What follows belongs to an exercise in optimizing a design on an open flow for small area, a short achievable clock period and few clock cycles; a production flow would make more cautious choices.
At most, simulation tests tie the RTL to the original design; equivalence was not proved.
No activity file was given, so power comes from the tool's default toggle rates.

==> inputs of lagoon <==
==> flow/design.v (excerpt) <==
module systolic_array_os #(
  parameter int unsigned ROW   = sys_array_pkg::DefaultRow,
  parameter int unsigned COL   = sys_array_pkg::DefaultCol,
  parameter int unsigned ES    = sys_array_pkg::DefaultEs,
  parameter int unsigned K_MAX = sys_array_pkg::DefaultKMax,
  parameter int unsigned ACC_W = 2 * ES + $clog2(K_MAX)
) (
  input  logic                         clk,
  input  logic                         rst_n,
  input  logic                         start,
  input  logic [$clog2(K_MAX+1)-1:0]   k_len,
  input  logic                         signed_mode,
  input  logic                         in_vld,
  output logic                         in_rdy,
  input  logic [ROW*ES-1:0]            a_vec,
  input  logic [COL*ES-1:0]            b_vec,
  output logic                         out_vld,
  input  logic                         out_rdy,
  output logic [COL*ACC_W-1:0]         out_row,
  output logic [$clog2(ROW)-1:0]       out_row_idx,
  output logic                         out_last,
  output logic                         busy,
  output logic                         done
);
export LEC_CHECK = 0
export CAP_MARGIN = 5
export CORE_MARGIN = 2
export CORE_UTILIZATION = 60
export SLEW_MARGIN = 5
create_clock -name core_clock -period 10.0 [get_ports {clk}]
standard.sh (not shown) runs the stock make flow with config.mk's settings and CLKGATE_MAP_FILE= SYNTH_SCRIPT=/design/flow/synth_recipe.tcl, a recipe that flattens the netlist after the stock synthesis.
==> flow/flow/run.sh <==
#!/bin/bash
# Standard ORFS layout with three changes:
#  - synthesis skips Yosys's early "abc -fast", so full adders are extracted from the
#    RTL's own adder expressions (no inverters between adder cells); registers are
#    unchanged,
#  - ports are buffered with buf_2 instead of a delay buffer,
#  - repair_timing aims at a tighter setup margin.
set -u
sed -e 's/synth -nofsm -noshare/synth -nofsm -noshare -noabc/' synth_recipe.tcl > synth_noabc.tcl
bash standard.sh SYNTH_SCRIPT=$PWD/synth_noabc.tcl SETUP_SLACK_MARGIN=5.45 \
  "BUFFER_PORTS_ARGS=-buffer_cell sky130_fd_sc_hd__buf_2" finish > standard.log 2>&1
==> raven (differences from lagoon) <==
--- a/flow/design.v
+++ b/flow/design.v
@@ -174,40 +174,48 @@
   logic w_gg169;
   logic w_pp170;
   logic w_gg171;
   logic w_pp172;
   logic w_gg173;
   logic w_gg174;
-  logic w_pp175;
-  logic w_gg176;
-  logic w_pp177;
-  logic w_gg178;
+  logic w_gg175;
+  logic w_pp176;
+  logic w_gg177;
+  logic w_pp178;
   logic w_gg179;
-  logic w_gg180;
+  logic w_pp180;
   logic w_gg181;
-  logic w_gg182;
+  logic w_pp182;
   logic w_gg183;
   logic w_gg184;
   logic w_gg185;
   logic w_gg186;
   logic w_gg187;
-  logic w_gg188;
-  logic w_sm189;
-  logic w_sm190;
-  logic w_sm191;
-  logic w_sm192;
-  logic w_sm193;
-  logic w_sm194;
-  logic w_sm195;
-  logic w_sm196;
+  logic w_pp188;
+  logic w_gg189;
+  logic w_pp190;
+  logic w_gg191;
+  logic w_gg192;
+  logic w_gg193;
+  logic w_gg194;
+  logic w_gg195;
+  logic w_gg196;
   logic w_sm197;
   logic w_sm198;
   logic w_sm199;
   logic w_sm200;
   logic w_sm201;
   logic w_sm202;
+  logic w_sm203;
+  logic w_sm204;
+  logic w_sm205;
+  logic w_sm206;
+  logic w_sm207;
+  logic w_sm208;
+  logic w_sm209;
+  logic w_sm210;
   logic [5:0] w_hi0, w_hi1;
   assign w_acc_q = i_clr ? '0 : r_acc;
   assign w_pp_0_0 = i_a[0] & i_b[0];
   assign w_pp_0_1 = i_a[0] & i_b[1];
   assign w_pp_0_2 = i_a[0] & i_b[2];
   assign w_pp_0_3 = i_a[0] & i_b[3];
@@ -440,47 +448,55 @@
   assign w_gg167 = w_g149 | (w_p150 & w_g147);
   assign w_pp168 = w_p150 & w_p148;
   assign w_gg169 = w_g153 | (w_p154 & w_g151);
   assign w_pp170 = w_p154 & w_p152;
   assign w_gg171 = w_g157 | (w_p158 & w_g155);
   assign w_pp172 = w_p158 & w_p156;
-  assign w_gg173 = w_gg161 | (w_pp162 & w_gg160);
-  assign w_gg174 = w_gg165 | (w_pp166 & w_gg163);
-  assign w_pp175 = w_pp166 & w_pp164;
-  assign w_gg176 = w_gg169 | (w_pp170 & w_gg167);
-  assign w_pp177 = w_pp170 & w_pp168;
-  assign w_gg178 = w_gg174 | (w_pp175 & w_gg173);
-  assign w_gg179 = w_gg176 | (w_pp177 & w_gg178);
-  assign w_gg180 = w_gg163 | (w_pp164 & w_gg173);
-  assign w_gg181 = w_gg167 | (w_pp168 & w_gg178);
-  assign w_gg182 = w_gg171 | (w_pp172 & w_gg179);
-  assign w_gg183 = w_g135 | (w_p136 & w_gg160);
-  assign w_gg184 = w_g139 | (w_p140 & w_gg173);
-  assign w_gg185 = w_g143 | (w_p144 & w_gg180);
-  assign w_gg186 = w_g147 | (w_p148 & w_gg178);
-  assign w_gg187 = w_g151 | (w_p152 & w_gg181);
-  assign w_gg188 = w_g155 | (w_p156 & w_gg179);
-  assign w_sm189 = w_p132 ^ w_c130;
-  assign w_sm190 = w_p134 ^ w_g159;
-  assign w_sm191 = w_p136 ^ w_gg160;
-  assign w_sm192 = w_p138 ^ w_gg183;
-  assign w_sm193 = w_p140 ^ w_gg173;
-  assign w_sm194 = w_p142 ^ w_gg184;
-  assign w_sm195 = w_p144 ^ w_gg180;
-  assign w_sm196 = w_p146 ^ w_gg185;
-  assign w_sm197 = w_p148 ^ w_gg178;
-  assign w_sm198 = w_p150 ^ w_gg186;
-  assign w_sm199 = w_p152 ^ w_gg181;
-  assign w_sm200 = w_p154 ^ w_gg187;
-  assign w_sm201 = w_p156 ^ w_gg179;
-  assign w_sm202 = w_p158 ^ w_gg188;
+  assign w_gg173 = w_g135 | (w_p136 & w_gg160);
+  assign w_gg174 = w_gg161 | (w_pp162 & w_gg160);
+  assign w_gg175 = w_g143 | (w_p144 & w_gg163);
+  assign w_pp176 = w_p144 & w_pp164;
+  assign w_gg177 = w_gg165 | (w_pp166 & w_gg163);
+  assign w_pp178 = w_pp166 & w_pp164;
+  assign w_gg179 = w_g151 | (w_p152 & w_gg167);
+  assign w_pp180 = w_p152 & w_pp168;
+  assign w_gg181 = w_gg169 | (w_pp170 & w_gg167);
+  assign w_pp182 = w_pp170 & w_pp168;
+  assign w_gg183 = w_g139 | (w_p140 & w_gg174);
+  assign w_gg184 = w_gg163 | (w_pp164 & w_gg174);
+  assign w_gg185 = w_gg175 | (w_pp176 & w_gg174);
+  assign w_gg186 = w_gg177 | (w_pp178 & w_gg174);
+  assign w_gg187 = w_g155 | (w_p156 & w_gg181);
+  assign w_pp188 = w_p156 & w_pp182;
+  assign w_gg189 = w_gg171 | (w_pp172 & w_gg181);
+  assign w_pp190 = w_pp172 & w_pp182;
+  assign w_gg191 = w_g147 | (w_p148 & w_gg186);
+  assign w_gg192 = w_gg167 | (w_pp168 & w_gg186);
+  assign w_gg193 = w_gg179 | (w_pp180 & w_gg186);
+  assign w_gg194 = w_gg181 | (w_pp182 & w_gg186);
+  assign w_gg195 = w_gg187 | (w_pp188 & w_gg186);
+  assign w_gg196 = w_gg189 | (w_pp190 & w_gg186);
+  assign w_sm197 = w_p132 ^ w_c130;
+  assign w_sm198 = w_p134 ^ w_g159;
+  assign w_sm199 = w_p136 ^ w_gg160;
+  assign w_sm200 = w_p138 ^ w_gg173;
+  assign w_sm201 = w_p140 ^ w_gg174;
+  assign w_sm202 = w_p142 ^ w_gg183;
+  assign w_sm203 = w_p144 ^ w_gg184;
+  assign w_sm204 = w_p146 ^ w_gg185;
+  assign w_sm205 = w_p148 ^ w_gg186;
+  assign w_sm206 = w_p150 ^ w_gg191;
+  assign w_sm207 = w_p152 ^ w_gg192;
+  assign w_sm208 = w_p154 ^ w_gg193;
+  assign w_sm209 = w_p156 ^ w_gg194;
+  assign w_sm210 = w_p158 ^ w_gg195;
   assign w_sum[1:0] = {w_s129, w_s127};
-  assign w_sum[15:2] = {w_sm202, w_sm201, w_sm200, w_sm199, w_sm198, w_sm197, w_sm196, w_sm195, w_sm194, w_sm193, w_sm192, w_sm191, w_sm190, w_sm189};
+  assign w_sum[15:2] = {w_sm210, w_sm209, w_sm208, w_sm207, w_sm206, w_sm205, w_sm204, w_sm203, w_sm202, w_sm201, w_sm200, w_sm199, w_sm198, w_sm197};
   assign w_hi0 = {w_c124, w_c122, w_c120, w_c118, w_c116, w_c114} + {w_s125, w_s123, w_s121, w_s119, w_s117, w_s115};
   assign w_hi1 = {w_c124, w_c122, w_c120, w_c118, w_c116, w_c114} + {w_s125, w_s123, w_s121, w_s119, w_s117, w_s115} + 1'b1;
-  assign w_sum[21:16] = w_gg182 ? w_hi1 : w_hi0;
+  assign w_sum[21:16] = w_gg196 ? w_hi1 : w_hi0;
   always_ff @(posedge clk) begin
     r_acc <= w_sum;
   end
   assign o_acc = r_acc;
 endmodule
 module systolic_array_os #(
@@ -591,19 +607,25 @@
       r_rdy_any  <= w_feed_d & (~w_first_d | (~w_last_d & ~w_out_vld_d));
       r_rdy_last <= w_feed_d & w_first_d & ~w_last_d & w_row_last_d;
     end
   end
   always_ff @(posedge clk) begin
     if (w_start) begin
-      r_k_rem  <= w_k_clamp;
-      r_signed <= signed_mode;
+      r_k_rem <= w_k_clamp;
     end else if (w_fire) begin
       r_k_rem <= r_k_rem - KW'(1);
     end
   end
   always_ff @(posedge clk) begin
+    if (!rst_n) begin
+      r_signed <= 1'b0;
+    end else if (w_start) begin
+      r_signed <= signed_mode;
+    end
+  end
+  always_ff @(posedge clk) begin
     for (int r = 0; r < ROW; r++) r_a_n[r] <= ~((w_fire & rst_n) ? a_vec[r*ES +: ES] : '0);
     for (int c = 0; c < COL; c++) r_b_n[c] <= ~b_vec[c*ES +: ES];
   end
   for (genvar gr = 0; gr < ROW; gr++) begin : g_row
     for (genvar gc = 0; gc < COL; gc++) begin : g_col
       pe_mac #(
==> flow/flow/run.sh (replaced) <==
#!/bin/bash
# Standard ORFS layout with these changes:
#  - synthesis skips Yosys's early "abc -fast", so full adders are extracted from the
#    RTL's own adder expressions (no inverters between adder cells); registers are
#    unchanged,
#  - ports are buffered with buf_2 instead of a delay buffer,
#  - repair_timing aims at a tighter setup margin, set per stage.
set -u
sed -e 's/synth -nofsm -noshare/synth -nofsm -noshare -noabc/' synth_recipe.tcl > synth_noabc.tcl
A=(SYNTH_SCRIPT=$PWD/synth_noabc.tcl "BUFFER_PORTS_ARGS=-buffer_cell sky130_fd_sc_hd__buf_2")
bash standard.sh "${A[@]}" SETUP_SLACK_MARGIN=5.0 cts > standard_1.log 2>&1
bash standard.sh "${A[@]}" SETUP_SLACK_MARGIN=5.4 finish > standard_2.log 2>&1
--- a/flow/config.mk
+++ b/flow/config.mk
@@ -5,7 +5,9 @@
 export SDC_FILE = /design/flow/constraint.sdc
 export NUM_CORES = 4
 export LEC_CHECK = 0
 export CAP_MARGIN = 5
 export CORE_MARGIN = 2
 export CORE_UTILIZATION = 60
+export CTS_CLUSTER_DIAMETER = 100
+export CTS_CLUSTER_SIZE = 40
 export SLEW_MARGIN = 5
==> qor summary <==
metric                                                             raven                 lagoon
Worst slack after detailed placement                             4.35 ns                4.43 ns
Transition time at the pin with the least slew margin           0.746 ns               0.919 ns
Worst-case clock skew                                          0.0347 ns              0.0215 ns
Hold path startpoint                                   r_feed$_SDFF_PN0_  r_row_last$_SDFF_PN0_
Area of the mapped netlist                                     51700 um2              52100 um2
Inserted tap cell count                                             1144                   1155
Sequential cell area share                                         15.2%                  14.7%
Register area                                                   9090 um2               9070 um2
Horiz. Die Dim                                                    297 um                 299 um
PostCTS Resize Cnt                                                    17                    135
Height of the chip                                                297 um                 299 um
Synth top area share                                               34.7%                  36.3%
Non-filler cells, final                                             6524                   6501
HPWL Detailed                                                   99100 um               94300 um
Min Tclk post-route                                              4.60 ns                4.57 ns
Total power density per cell area                             123 nW/um2             190 nW/um2
Internal power                                                   4.41 mW                7.03 mW
Run status                              no timing/DRC/antenna violations  no timing/DRC/antenna violations
Testbench counts of raven, summed over its fixed seeds: cycles 12,017.
Only the layout flow was run in lagoon; the RTL was not checked for function there.

========
==> run a <==
systolic_array_os, a different RTL version from the one above (not shown whole).
==> module systolic_array_os, before the edit <==
module systolic_array_os #(
  parameter int unsigned ROW   = sys_array_pkg::DefaultRow,
  parameter int unsigned COL   = sys_array_pkg::DefaultCol,
  parameter int unsigned ES    = sys_array_pkg::DefaultEs,
  parameter int unsigned K_MAX = sys_array_pkg::DefaultKMax,
  parameter int unsigned ACC_W = 2 * ES + $clog2(K_MAX)
) (
  input  logic                         clk,
  input  logic                         rst_n,
  input  logic                         start,
  input  logic [$clog2(K_MAX+1)-1:0]   k_len,
  input  logic                         signed_mode,
  input  logic                         in_vld,
  output logic                         in_rdy,
  input  logic [ROW*ES-1:0]            a_vec,
  input  logic [COL*ES-1:0]            b_vec,
  output logic                         out_vld,
  input  logic                         out_rdy,
  output logic [COL*ACC_W-1:0]         out_row,
  output logic [$clog2(ROW)-1:0]       out_row_idx,
  output logic                         out_last,
  output logic                         busy,
  output logic                         done
);
  localparam int unsigned KW = $clog2(K_MAX + 1);
  localparam int unsigned RW = $clog2(ROW);
  logic          r_feed;       
  logic          r_zero;       
  logic          r_first;      
  logic [KW-1:0] r_k_rem;      
  logic          r_signed;
  logic [ES-1:0] r_a_n [ROW];
  logic [ES-1:0] r_b_n [COL];
  logic [ROW-1:0] r_clr;       
  logic          r_last;       
  logic          r_out_vld;
  logic [RW-1:0] r_row;
  logic          r_row_last;   
  logic [ROW-1:0] r_row_sel;   
  logic          r_rdy_any;    
  logic          r_rdy_last;   
  logic [KW-1:0]    w_k_clamp;
  logic             w_start, w_acc_free, w_in_rdy, w_fire, w_issue, w_xfer;
  logic             w_feed_d, w_zero_d, w_first_d, w_last_d, w_out_vld_d, w_row_last_d;
  logic [RW-1:0]    w_row_d;
  logic [ACC_W-1:0] w_acc [ROW][COL];
  assign w_k_clamp = (k_len > KW'(K_MAX)) ? KW'(K_MAX) : k_len;
  assign w_start   = start & ~busy;
  assign w_xfer    = r_out_vld & out_rdy;
  assign w_acc_free = ~r_last & (~r_out_vld | (r_row_last & out_rdy));
  assign w_in_rdy   = r_rdy_any | (r_rdy_last & out_rdy);
  assign w_fire     = in_vld & w_in_rdy;
  assign w_issue    = w_fire | (r_zero & w_acc_free);
  always_comb begin
    w_feed_d  = r_feed;
    w_zero_d  = r_zero;
    w_first_d = r_first;
    if (w_start) begin
      w_feed_d  = (w_k_clamp != '0);
      w_zero_d  = (w_k_clamp == '0);
      w_first_d = 1'b1;
    end else begin
      if (w_fire) begin
        w_first_d = 1'b0;
        if (r_k_rem == KW'(1)) w_feed_d = 1'b0;
      end
      if (r_zero && w_acc_free) w_zero_d = 1'b0;
    end
    w_last_d     = w_issue & (r_zero | (r_k_rem == KW'(1)));
    w_out_vld_d  = r_out_vld;
    w_row_d      = r_row;
    w_row_last_d = r_row_last;
    if (r_last) begin
      w_out_vld_d  = 1'b1;
      w_row_d      = '0;
      w_row_last_d = 1'b0;
    end else if (w_xfer) begin
      w_out_vld_d  = ~r_row_last;
      w_row_d      = r_row + RW'(1);
      w_row_last_d = (r_row == RW'(ROW - 2));
    end
  end
  always_ff @(posedge clk) begin
    if (!rst_n) begin
      r_feed     <= 1'b0;
      r_zero     <= 1'b0;
      r_first    <= 1'b0;
      r_clr      <= '1;
      r_last     <= 1'b0;
      r_out_vld  <= 1'b0;
      r_row      <= '0;
      r_row_last <= 1'b0;
      r_row_sel  <= '0;
      r_rdy_any  <= 1'b0;
      r_rdy_last <= 1'b0;
    end else begin
      r_feed     <= w_feed_d;
      r_zero     <= w_zero_d;
      r_first    <= w_first_d;
      r_clr      <= {ROW{w_xfer}} & r_row_sel;
      r_last     <= w_last_d;
      r_out_vld  <= w_out_vld_d;
      r_row      <= w_row_d;
      r_row_last <= w_row_last_d;
      for (int r = 0; r < ROW; r++) r_row_sel[r] <= w_out_vld_d & (w_row_d == RW'(r));
      r_rdy_any  <= w_feed_d & (~w_first_d | (~w_last_d & ~w_out_vld_d));
      r_rdy_last <= w_feed_d & w_first_d & ~w_last_d & w_row_last_d;
    end
  end
  always_ff @(posedge clk) begin
    if (w_start) begin
      r_k_rem <= w_k_clamp;
    end else if (w_fire) begin
      r_k_rem <= r_k_rem - KW'(1);
    end
  end
  always_ff @(posedge clk) begin
    if (!rst_n) begin
      r_signed <= 1'b0;
    end else if (w_start) begin
      r_signed <= signed_mode;
    end
  end
  always_ff @(posedge clk) begin
    for (int r = 0; r < ROW; r++) r_a_n[r] <= ~((w_fire & rst_n) ? a_vec[r*ES +: ES] : '0);
    for (int c = 0; c < COL; c++) r_b_n[c] <= ~b_vec[c*ES +: ES];
  end
  for (genvar gr = 0; gr < ROW; gr++) begin : g_row
    for (genvar gc = 0; gc < COL; gc++) begin : g_col
      pe_mac #(
        .ES   (ES),
        .ACC_W(ACC_W)
      ) u_pe (
        .clk     (clk),
        .i_clr   (r_clr[gr]),
        .i_signed(r_signed),
        .i_a     (~r_a_n[gr]),
        .i_b     (~r_b_n[gc]),
        .o_acc   (w_acc[gr][gc])
      );
    end
  end
  always_comb begin
    out_row = '0;
    for (int r = 0; r < ROW; r++)
      for (int c = 0; c < COL; c++)
        out_row[c*ACC_W +: ACC_W] = out_row[c*ACC_W +: ACC_W] | (w_acc[r][c] & {ACC_W{r_row_sel[r]}});
  end
  assign in_rdy      = w_in_rdy;
  assign out_vld     = r_out_vld;
  assign out_row_idx = r_row;
  assign out_last    = r_row_last;
  assign busy        = r_feed | r_zero;
  assign done        = r_row_last & out_rdy;
endmodule
export LEC_CHECK = 0
export CAP_MARGIN = 5
export CORE_MARGIN = 2
export CORE_UTILIZATION = 60
export CTS_CLUSTER_DIAMETER = 80
export CTS_CLUSTER_SIZE = 30
export SLEW_MARGIN = 5
create_clock -name core_clock -period 10.0 [get_ports {clk}]
==> flow/flow/run.sh <==
#!/bin/bash
# Standard ORFS layout with three changes:
#  - synthesis skips Yosys's early "abc -fast", so full adders are extracted from the
#    RTL's own adder expressions (no inverters between adder cells); registers are
#    unchanged,
#  - ports are buffered with buf_2 instead of a delay buffer,
#  - repair_timing aims at a tighter setup margin.
set -u
sed -e 's/synth -nofsm -noshare/synth -nofsm -noshare -noabc/' synth_recipe.tcl > synth_noabc.tcl
bash standard.sh SYNTH_SCRIPT=$PWD/synth_noabc.tcl SETUP_SLACK_MARGIN=5.0 \
  "BUFFER_PORTS_ARGS=-buffer_cell sky130_fd_sc_hd__buf_2" finish > standard.log 2>&1
==> run b (differences from run a) <==
--- a/flow/design.v
+++ b/flow/design.v
@@ -514,9 +514,9 @@
   logic          r_first;      
   logic [KW-1:0] r_k_rem;      
   logic          r_signed;
-  logic [ES-1:0] r_a_n [ROW];
-  logic [ES-1:0] r_b_n [COL];
-  logic [ROW-1:0] r_clr;       
+  logic [ES-1:0] r_a [ROW];
+  logic [ES-1:0] r_b [COL];
+  logic          r_clr;        
   logic          r_last;       
   logic          r_out_vld;
   logic [RW-1:0] r_row;
@@ -570,7 +570,7 @@
       r_feed     <= 1'b0;
       r_zero     <= 1'b0;
       r_first    <= 1'b0;
-      r_clr      <= '1;
+      r_clr      <= 1'b0;
       r_last     <= 1'b0;
       r_out_vld  <= 1'b0;
       r_row      <= '0;
@@ -582,7 +582,7 @@
       r_feed     <= w_feed_d;
       r_zero     <= w_zero_d;
       r_first    <= w_first_d;
-      r_clr      <= {ROW{w_xfer}} & r_row_sel;
+      r_clr      <= w_issue & (r_first | r_zero);
       r_last     <= w_last_d;
       r_out_vld  <= w_out_vld_d;
       r_row      <= w_row_d;
@@ -594,21 +594,15 @@
   end
   always_ff @(posedge clk) begin
     if (w_start) begin
-      r_k_rem <= w_k_clamp;
+      r_k_rem  <= w_k_clamp;
+      r_signed <= signed_mode;
     end else if (w_fire) begin
       r_k_rem <= r_k_rem - KW'(1);
     end
   end
   always_ff @(posedge clk) begin
-    if (!rst_n) begin
-      r_signed <= 1'b0;
-    end else if (w_start) begin
-      r_signed <= signed_mode;
-    end
-  end
-  always_ff @(posedge clk) begin
-    for (int r = 0; r < ROW; r++) r_a_n[r] <= ~((w_fire & rst_n) ? a_vec[r*ES +: ES] : '0);
-    for (int c = 0; c < COL; c++) r_b_n[c] <= ~b_vec[c*ES +: ES];
+    for (int r = 0; r < ROW; r++) r_a[r] <= w_fire ? a_vec[r*ES +: ES] : '0;
+    for (int c = 0; c < COL; c++) r_b[c] <= b_vec[c*ES +: ES];
   end
   for (genvar gr = 0; gr < ROW; gr++) begin : g_row
     for (genvar gc = 0; gc < COL; gc++) begin : g_col
@@ -617,10 +611,10 @@
         .ACC_W(ACC_W)
       ) u_pe (
         .clk     (clk),
-        .i_clr   (r_clr[gr]),
+        .i_clr   (r_clr),
         .i_signed(r_signed),
-        .i_a     (~r_a_n[gr]),
-        .i_b     (~r_b_n[gc]),
+        .i_a     (r_a[gr]),
+        .i_b     (r_b[gc]),
         .o_acc   (w_acc[gr][gc])
       );
     end
--- a/flow/flow/run.sh
+++ b/flow/flow/run.sh
@@ -7,5 +7,5 @@
 #  - repair_timing aims at a tighter setup margin.
 set -u
 sed -e 's/synth -nofsm -noshare/synth -nofsm -noshare -noabc/' synth_recipe.tcl > synth_noabc.tcl
-bash standard.sh SYNTH_SCRIPT=$PWD/synth_noabc.tcl SETUP_SLACK_MARGIN=5.0 \
+bash standard.sh SYNTH_SCRIPT=$PWD/synth_noabc.tcl SETUP_SLACK_MARGIN=5.3 \
   "BUFFER_PORTS_ARGS=-buffer_cell sky130_fd_sc_hd__buf_2" finish > standard.log 2>&1
CAP_MARGIN = 20   (was 5)
CTS_CLUSTER_DIAMETER = not set   (was 80)
CTS_CLUSTER_SIZE = not set   (was 30)
SLEW_MARGIN = 20   (was 5)
==> run c (differences from run a) <==
--- a/flow/design.v
+++ b/flow/design.v
@@ -514,9 +514,9 @@
   logic          r_first;      
   logic [KW-1:0] r_k_rem;      
   logic          r_signed;
-  logic [ES-1:0] r_a_n [ROW];
-  logic [ES-1:0] r_b_n [COL];
-  logic [ROW-1:0] r_clr;       
+  logic [ES-1:0] r_a [ROW];
+  logic [ES-1:0] r_b [COL];
+  logic          r_clr;        
   logic          r_last;       
   logic          r_out_vld;
   logic [RW-1:0] r_row;
@@ -570,7 +570,7 @@
       r_feed     <= 1'b0;
       r_zero     <= 1'b0;
       r_first    <= 1'b0;
-      r_clr      <= '1;
+      r_clr      <= 1'b0;
       r_last     <= 1'b0;
       r_out_vld  <= 1'b0;
       r_row      <= '0;
@@ -582,7 +582,7 @@
       r_feed     <= w_feed_d;
       r_zero     <= w_zero_d;
       r_first    <= w_first_d;
-      r_clr      <= {ROW{w_xfer}} & r_row_sel;
+      r_clr      <= w_issue & (r_first | r_zero);
       r_last     <= w_last_d;
       r_out_vld  <= w_out_vld_d;
       r_row      <= w_row_d;
@@ -594,21 +594,15 @@
   end
   always_ff @(posedge clk) begin
     if (w_start) begin
-      r_k_rem <= w_k_clamp;
+      r_k_rem  <= w_k_clamp;
+      r_signed <= signed_mode;
     end else if (w_fire) begin
       r_k_rem <= r_k_rem - KW'(1);
     end
   end
   always_ff @(posedge clk) begin
-    if (!rst_n) begin
-      r_signed <= 1'b0;
-    end else if (w_start) begin
-      r_signed <= signed_mode;
-    end
-  end
-  always_ff @(posedge clk) begin
-    for (int r = 0; r < ROW; r++) r_a_n[r] <= ~((w_fire & rst_n) ? a_vec[r*ES +: ES] : '0);
-    for (int c = 0; c < COL; c++) r_b_n[c] <= ~b_vec[c*ES +: ES];
+    for (int r = 0; r < ROW; r++) r_a[r] <= w_fire ? a_vec[r*ES +: ES] : '0;
+    for (int c = 0; c < COL; c++) r_b[c] <= b_vec[c*ES +: ES];
   end
   for (genvar gr = 0; gr < ROW; gr++) begin : g_row
     for (genvar gc = 0; gc < COL; gc++) begin : g_col
@@ -617,10 +611,10 @@
         .ACC_W(ACC_W)
       ) u_pe (
         .clk     (clk),
-        .i_clr   (r_clr[gr]),
+        .i_clr   (r_clr),
         .i_signed(r_signed),
-        .i_a     (~r_a_n[gr]),
-        .i_b     (~r_b_n[gc]),
+        .i_a     (r_a[gr]),
+        .i_b     (r_b[gc]),
         .o_acc   (w_acc[gr][gc])
       );
     end
--- a/flow/flow/run.sh
+++ b/flow/flow/run.sh
@@ -7,5 +7,5 @@
 #  - repair_timing aims at a tighter setup margin.
 set -u
 sed -e 's/synth -nofsm -noshare/synth -nofsm -noshare -noabc/' synth_recipe.tcl > synth_noabc.tcl
-bash standard.sh SYNTH_SCRIPT=$PWD/synth_noabc.tcl SETUP_SLACK_MARGIN=5.0 \
+bash standard.sh SYNTH_SCRIPT=$PWD/synth_noabc.tcl SETUP_SLACK_MARGIN=5.3 \
   "BUFFER_PORTS_ARGS=-buffer_cell sky130_fd_sc_hd__buf_2" finish > standard.log 2>&1
CAP_MARGIN = 20   (was 5)
CORE_UTILIZATION = 70   (was 60)
CTS_CLUSTER_DIAMETER = not set   (was 80)
CTS_CLUSTER_SIZE = not set   (was 30)
SLEW_MARGIN = 20   (was 5)
==> comparison <==
- First-iteration DRC count: run c > run b > run a.
- Against run b, the setup slack of run a is lower by 0.21 ns.
- The highest sequential share of layout area belongs to run a, the lowest to run c.
- In run a the clock skew is higher than in run c, by 0.010 ns.
- Between run a and run c, the lower flip-flop and latch count is in run c (gap 3).
- In run b the routed wire length is larger than in run a, by 6.1%.
- Synthesized cell count is the same in run c and run b.
- Sequential power: run c is higher than run a (about 27%).
==> figures <==
item                                                                                                       run b                    run a                    run c
Die span in x                                                                                             305 um                   299 um                   282 um
Start point of the critical path                                                                         out_rdy      r_a_n[1][5]$_DFF_P_       r_signed$_DFFE_PP_
Clock latency reported for the late side of the worst-skew pair                                          0.68 ns                  0.64 ns                  0.64 ns
Placement row count                                                                                          110                      108                      102
Post-synthesis compound-gate area fraction                                                                0.0744                   0.0753                   0.0744
Outcome                                                                                  complete, no violations  complete, no violations  complete, no violations
Tap cells                                                                                                   1176                     1155                     1040
Final-layout clock buffer total                                                                               81                       52                       69
Smallest hold slack                                                                                     0.508 ns                 0.554 ns                 0.503 ns
Comb. pwr                                                                                                11.7 mW                  3.01 mW                  11.8 mW
Mean area per synthesized cell                                                                        10.7 sq um               10.3 sq um               10.7 sq um
Clock transition at the register clock pins on the worst setup and hold paths after CTS                  0.06 ns                  0.08 ns                  0.06 ns
Largest net degree at the start of global routing                                                             63                      108                       71
Routability-driven placement congestion ratio                                                              0.820                    0.836                    0.857
Floorplan die height                                                                                      305 um                   299 um                   282 um
Final sequential cell count                                                                                  439                      442                      439
Worst endpoint data arrival time                                                                         2.65 ns                  5.39 ns                  5.19 ns
CTS sink cnt                                                                                                 439                      442                      439
Testbench counts of run a, summed over its fixed seeds: cycles 12,017.
Testbench counts of run b, summed over its fixed seeds: cycles 12,017.
Testbench counts of run c, summed over its fixed seeds: cycles 12,017.

-- afterwards: timing with drivers on the ports --
No port has a modelled driver above. Below, the same layouts with a new extraction and two added sets of constraints.
Step 1 (the two cells are an assumption about what drives the block):
set clk [get_ports {clk}]
set_driving_cell -lib_cell sky130_fd_sc_hd__clkbuf_16 $clk
set_driving_cell -lib_cell sky130_fd_sc_hd__buf_2 [delete_from_list [all_inputs] $clk]
Step 2 also shifts input and output timing later by t, the mid clock arrival at the registers, as if the neighbouring blocks saw the same clock.
Three values: no drivers, after step 1, after step 2; two values: the first two.
run | shift t [ns] | setup slack, ns | worst data-port slew with drivers (ns)
lagoon | 0.744 | 5.435 / 5.435 / 5.435 | 0.05
raven | 0.759 | 5.397 / 5.330 / 5.397 | 0.06
run a | 0.691 | 5.133 / 5.118 / 5.133 | 0.04
run b | 0.742 | 5.347 / 5.275 / 5.321 | 0.05
run c | 0.703 | 5.339 / 5.334 / 5.334 | 0.07
After both steps setup and hold are still met in every run listed. For run b, which loses most, drivers alone change the setup slack by -0.072 ns; drivers and shift together by -0.026 ns.
